Context: an optimization exercise on an open-source flow, tuned for a short achievable clock period and few clock cycles. The choices shown serve that exercise and are no tape-out recipe.
In this exercise RTL edits were held to simulation tests only and were not proved equivalent to the original.
Power is estimated from default activity; no workload was simulated.

before:
Design l1dTop, start of the top module:
module l1dTop #(
    parameter int         indexBits = 4,
    parameter logic [4:0] sourceId  = 5'd1
) (
    input  wire                                  clk,
    input  wire                                  rst_n,
    input  wire                                  reqValid,
    input  wire                                  reqWrite,
    input  wire  [l1dPkg::wordBits-1:0]          reqAddr,
    input  wire  [l1dPkg::wordBits-1:0]          reqWdata,
    output logic                                 respValid,
    output logic [l1dPkg::wordBits-1:0]          respRdata,
    output logic                                 respError,
    output logic                                 busy,
    output logic                                 aValid,
    input  wire                                  aReady,
    output logic [l1dPkg::wordBits-1:0]          aAddress,
    output logic [2:0]                           aOpcode,
    output logic [3:0]                           aSize,
    output logic [3:0]                           aMask,
    output logic [l1dPkg::wordBits-1:0]          aData,
    output logic [2:0]                           aParam,
    output logic [4:0]                           aSource,
    output logic                                 aCorrupt,
    input  wire                                  dValid,
    output logic                                 dReady,
    input  wire  [2:0]                           dOpcode,
    input  wire  [l1dPkg::wordBits-1:0]          dData,
    input  wire  [1:0]                           dParam,
    input  wire  [4:0]                           dSource,
    input  wire  [1:0]                           dSink,
    input  wire                                  dDenied,
    input  wire                                  dCorrupt,
    input  wire  [3:0]                           dSize
);
==> flow/config.mk <==
export PLATFORM = sky130hd
export DESIGN_NAME = l1dTop
export DESIGN_NICKNAME = l1dTop
export VERILOG_FILES = /design/flow/design.v
export SDC_FILE = /design/flow/constraint.sdc
export NUM_CORES = 4
export LEC_CHECK = 0
export CAP_MARGIN = 20
export CORE_MARGIN = 2
export CORE_UTILIZATION = 40
export SETUP_SLACK_MARGIN = 2.3
export SLEW_MARGIN = 20
export TNS_END_PERCENT = 100
==> flow/constraint.sdc <==
create_clock -name core_clock -period 4.5 [get_ports {clk}]
set_input_delay 0.9000 -clock core_clock [delete_from_list [all_inputs] [get_ports {clk}]]
set_output_delay 0.9000 -clock core_clock [all_outputs]
set_load 0.01 [all_outputs]
standard.sh (not shown) runs the stock make flow with config.mk's settings and CLKGATE_MAP_FILE= SYNTH_SCRIPT=/design/flow/synth_recipe.tcl, a recipe that flattens the netlist after the stock synthesis.
==> flow/flow/run.sh <==
#!/bin/bash
# Layout flow: the standard flow (standard synthesis, then ORFS from floorplan to finish),
# except that the port buffers are plain sky130_fd_sc_hd__buf_4 cells instead of the delay
# cells buffer_ports picks by default, which the resizer then leaves slow on every port path.
set -euo pipefail
bash standard.sh synth > synth.log 2>&1
bash standard.sh BUFFER_PORTS_ARGS="-buffer_cell sky130_fd_sc_hd__buf_4" finish > layout.log 2>&1
Testbench counts of before, summed over its fixed seeds: cycles 13,055.
What after does differently from before at the input level:
--- a/flow/design.v
+++ b/flow/design.v
@@ -112,21 +112,22 @@
     logic                 accept;
     logic                 stay;                          
     logic                 go;
     logic                 lHit;
     logic                 lMiss;
     logic [indexBits-1:0] rIdx;
     logic [tagBits-1:0]   rTag;
     logic [lines-1:0]     inMatch;
     logic ready;                                         
     assign accept = reqValid && ready;
-    assign go     = bValid && !bConf;
+    logic                 bGo;                           
+    assign go     = bGo;
     assign stay   = bValid && bConf;
     assign lHit   = go && bHit;
     assign lMiss  = go && !bHit;
     logic [lines-1:0]     rSel;
     assign rIdx = reqAddr[indexBits+1:2];
     assign rTag = reqAddr[wb-1:indexBits+2];
     always_comb
         for (int i = 0; i < lines; i++)
             rSel[i] = (rIdx == i);
     always_comb
@@ -206,49 +207,51 @@
             if (bSel[i])
             begin
                 rdVVal = rdVVal | validQ[i];
                 rdVDty = rdVDty | dirtyQ[i];
                 rdVTag = rdVTag | tagQ[i];
                 rdData = rdData | dataQ[i];
             end
     end
     assign confIn = (pendQ[rIdx] && !settle[rIdx] && !(fValid && !fFault && fSel[rIdx]))
                     || (lMiss && bIdx == rIdx);
-    assign confB  = pendQ[bIdx] && !settle[bIdx];
+    assign confB  = |(pendQ & ~settle & bSel);
     always_comb
     begin
         if (stay)
         begin
             bValidNext = 1'b1;
             bConfNext  = bRedoRead || (!bRedoCmp && confB);
         end
         else
         begin
             bValidNext = accept;
             bConfNext  = confIn;
         end
     end
     always_ff @(posedge clk or negedge rst_n)
     begin
         if (!rst_n)
         begin
             bValid    <= 1'b0;
             bConf     <= 1'b0;
+            bGo       <= 1'b0;
             bRedoRead <= 1'b0;
             bRedoCmp  <= 1'b0;
             bFix      <= 1'b0;
         end
         else
         begin
             bFix      <= !stay && lMiss && (bIdx == rIdx);
             bValid    <= bValidNext;
             bConf     <= bConfNext;
+            bGo       <= bValidNext && !bConfNext;
             if (stay)
             begin
                 bRedoRead <= !bRedoRead && !bRedoCmp && fValid && fFault && |(fSel & bSel);
                 bRedoCmp  <= bRedoRead;
             end
             else
             begin
                 bRedoRead <= fValid && fFault && fSel[rIdx];
                 bRedoCmp  <= 1'b0;
             end
@@ -258,48 +261,69 @@
     begin
         if (!stay)
         begin
             bWrite <= reqWrite;
             bIdx   <= rIdx;
             bTag   <= rTag;
             bWdata <= reqWdata;
             for (int e = 0; e < qLen; e++)
                 bRob[e] <= (rTail == e);
             bSel   <= rSel;
-            bHit   <= inHit;
             bTagEqP <= (rTag == bTag);
             bPTag   <= bTag;
             bPWrite <= bWrite;
             bPWdata <= bWdata;
             bPFwd   <= pSame && bWrite;
             bVVal  <= inVVal;
             bVDty  <= inVDty;
             bVTag  <= inVTag;
-            bData  <= inData;
         end
         else if (bRedoRead)
         begin
             bVVal  <= rdVVal;
             bVDty  <= rdVDty;
             bVTag  <= rdVTag;
-            bData  <= rdData;
             bPFwd  <= 1'b0;
         end
         else if (bFix)
         begin
-            bHit   <= bTagEqP;
             bVVal  <= 1'b1;
             bVTag  <= bPTag;
             bVDty  <= bPWrite;
         end
+    end
+    logic          bHitNS;
+    logic          bHitN;
+    logic [wb-1:0] bDataNS;
+    logic [wb-1:0] bDataN;
+    always_comb
+    begin
+        bHitN  = !bHitNS;
+        bDataN = ~bDataNS;
+        if (!stay)
+        begin
+            bHitN  = inHit;
+            bDataN = inData;
+        end
+        else if (bRedoRead)
+            bDataN = rdData;
+        else if (bFix)
+            bHitN  = bTagEqP;
         else if (bRedoCmp)
-            bHit   <= bVVal && (bVTag == bTag);
+            bHitN  = bVVal && (bVTag == bTag);
+    end
+    always_ff @(posedge clk)
+    begin
+        bHit    <= bHitN;
+        bHitNS  <= !bHitN;
+        bData   <= bDataN;
+        bDataNS <= ~bDataN;
     end
     logic          bFwd;                               
     logic [wb-1:0] lineData;
     logic [lines-1:0] nextSel;
     assign nextSel  = stay ? bSel : rSel;
     assign lineData = bFwd ? fData : bPFwd ? bPWdata : bData;
     always_ff @(posedge clk or negedge rst_n)
     begin
         if (!rst_n)
             bFwd <= 1'b0;
### Flow results
Re switching power as a share of total power: after is 0.89 points up on before. Re sequential share of layout area: after is 0.84 points down on before. Looking at part of the power in registers, after sits 1.7 points lower than before does. before ended up with busy as its timing endpoint of the critical path; after ended up with bHitNS. Diff before -> after: amount of wire on met3 after detailed routing barely changed; met3 track demand over resource in global routing up 0.76 points; global placement routability congestion now sits higher; total power up 2.0 mW; post-layout worst setup margin lower.
Testbench counts of after, summed over its fixed seeds: cycles 13,055.


== xenon ==
Another version of the RTL of l1dTop (not shown whole).
Size in the first run: about 12000 cells after synthesis, roughly 240 I/O pins.
Settings: LEC_CHECK=0, CAP_MARGIN=20, CORE_MARGIN=2, CORE_UTILIZATION=40, SETUP_SLACK_MARGIN=2.3, SLEW_MARGIN=20, TNS_END_PERCENT=100; clock period 4.5 ns.
Scripts as last shown in full above: flow/flow/run.sh
Testbench counts of xenon, summed over its fixed seeds: cycles 13,055.
### xenon -> nickel
--- a/flow/design.v
+++ b/flow/design.v
@@ -116,14 +116,13 @@
     logic                 lMiss;
     logic [indexBits-1:0] rIdx;
     logic [tagBits-1:0]   rTag;
     logic [lines-1:0]     inMatch;
     logic ready;                                         
     assign accept = reqValid && ready;
-    logic                 bGo;                           
-    assign go     = bGo;
+    assign go     = bValid && !bConf;
     assign stay   = bValid && bConf;
     assign lHit   = go && bHit;
     assign lMiss  = go && !bHit;
     logic [lines-1:0]     rSel;
     assign rIdx = reqAddr[indexBits+1:2];
     assign rTag = reqAddr[wb-1:indexBits+2];
@@ -185,13 +184,13 @@
     assign pSame = go && (bIdx == rIdx);
     always_comb
     begin
         inHit  = |(inMatch & rSel);
         inVVal = validQ[rIdx];
         inVDty = dirtyQ[rIdx] || (pSame && bWrite);
-        inVTag = tagQ[rIdx];
+        inVTag = ~tagNS[rIdx];
         inData = dataQ[rIdx];
         if (fValid && fWrData && fSel[rIdx])
             inData = fData;
     end
     logic               rdVVal;
     logic               rdVDty;
@@ -205,13 +204,13 @@
         rdData = '0;
         for (int i = 0; i < lines; i++)
             if (bSel[i])
             begin
                 rdVVal = rdVVal | validQ[i];
                 rdVDty = rdVDty | dirtyQ[i];
-                rdVTag = rdVTag | tagQ[i];
+                rdVTag = rdVTag | ~tagNS[i];
                 rdData = rdData | dataQ[i];
             end
     end
     assign confIn = (pendQ[rIdx] && !settle[rIdx] && !(fValid && !fFault && fSel[rIdx]))
                     || (lMiss && bIdx == rIdx);
     assign confB  = |(pendQ & ~settle & bSel);
@@ -231,23 +230,21 @@
     always_ff @(posedge clk or negedge rst_n)
     begin
         if (!rst_n)
         begin
             bValid    <= 1'b0;
             bConf     <= 1'b0;
-            bGo       <= 1'b0;
             bRedoRead <= 1'b0;
             bRedoCmp  <= 1'b0;
             bFix      <= 1'b0;
         end
         else
         begin
             bFix      <= !stay && lMiss && (bIdx == rIdx);
             bValid    <= bValidNext;
             bConf     <= bConfNext;
-            bGo       <= bValidNext && !bConfNext;
             if (stay)
             begin
                 bRedoRead <= !bRedoRead && !bRedoCmp && fValid && fFault && |(fSel & bSel);
                 bRedoCmp  <= bRedoRead;
             end
             else
nickel did not finish: a tool error stopped it during 5_1_grt.
The die extent in x of nickel is lower than that of xenon.
Sequential element share of the synthesized area: nickel vs xenon up 0.36 points
xenon and nickel ended up with roughly the same count of state elements after synthesis.
Cell count after synthesis is lower on nickel
Summary of nickel over xenon: number of setup buffers added after CTS now sits higher; number of primary I/O pins was more or less identical.
Testbench counts of nickel, summed over its fixed seeds: cycles 13,055.

## afterwards: timing with drivers on the ports
The flow's constraints put no driver on any port. The routed layouts listed below were extracted and timed again, unchanged, in two steps.
Step 1 (the two cells are an assumption about what drives the block):
set clk [get_ports {clk}]
set_driving_cell -lib_cell sky130_fd_sc_hd__clkbuf_16 $clk
set_driving_cell -lib_cell sky130_fd_sc_hd__buf_2 [delete_from_list [all_inputs] $clk]
Step 2 adds t to the input delays and takes it off the output delays; t is the mean of the earliest and latest rising clock arrival at the registers after step 1. Input paths then give back, and output paths get back, about the clock's delay inside the block.
Three values: ideal ports, drivers, drivers and shift; two values: the first two.
| run | shift t [ns] | setup slack, ns | worst hold slack (ns) | latest minus earliest clock arrival (ns) |
|---|---|---|---|---|
| before | 1.022 | 2.023 / 1.914 / 0.893 | 0.175 / 0.087 / 0.345 | 0.056 / 0.057 |
| after | 1.068 | 2.004 / 1.946 / 0.957 | 0.064 / -0.019 / 0.345 | 0.055 / 0.054 |
| xenon | 1.049 | 2.067 / 1.974 / 0.925 | 0.110 / 0.033 / 0.339 | 0.065 / 0.064 |
After both steps every run listed still meets setup and hold. The setup slack of xenon, which loses most, moves by -0.093 ns with the drivers and by -1.142 ns with both steps.
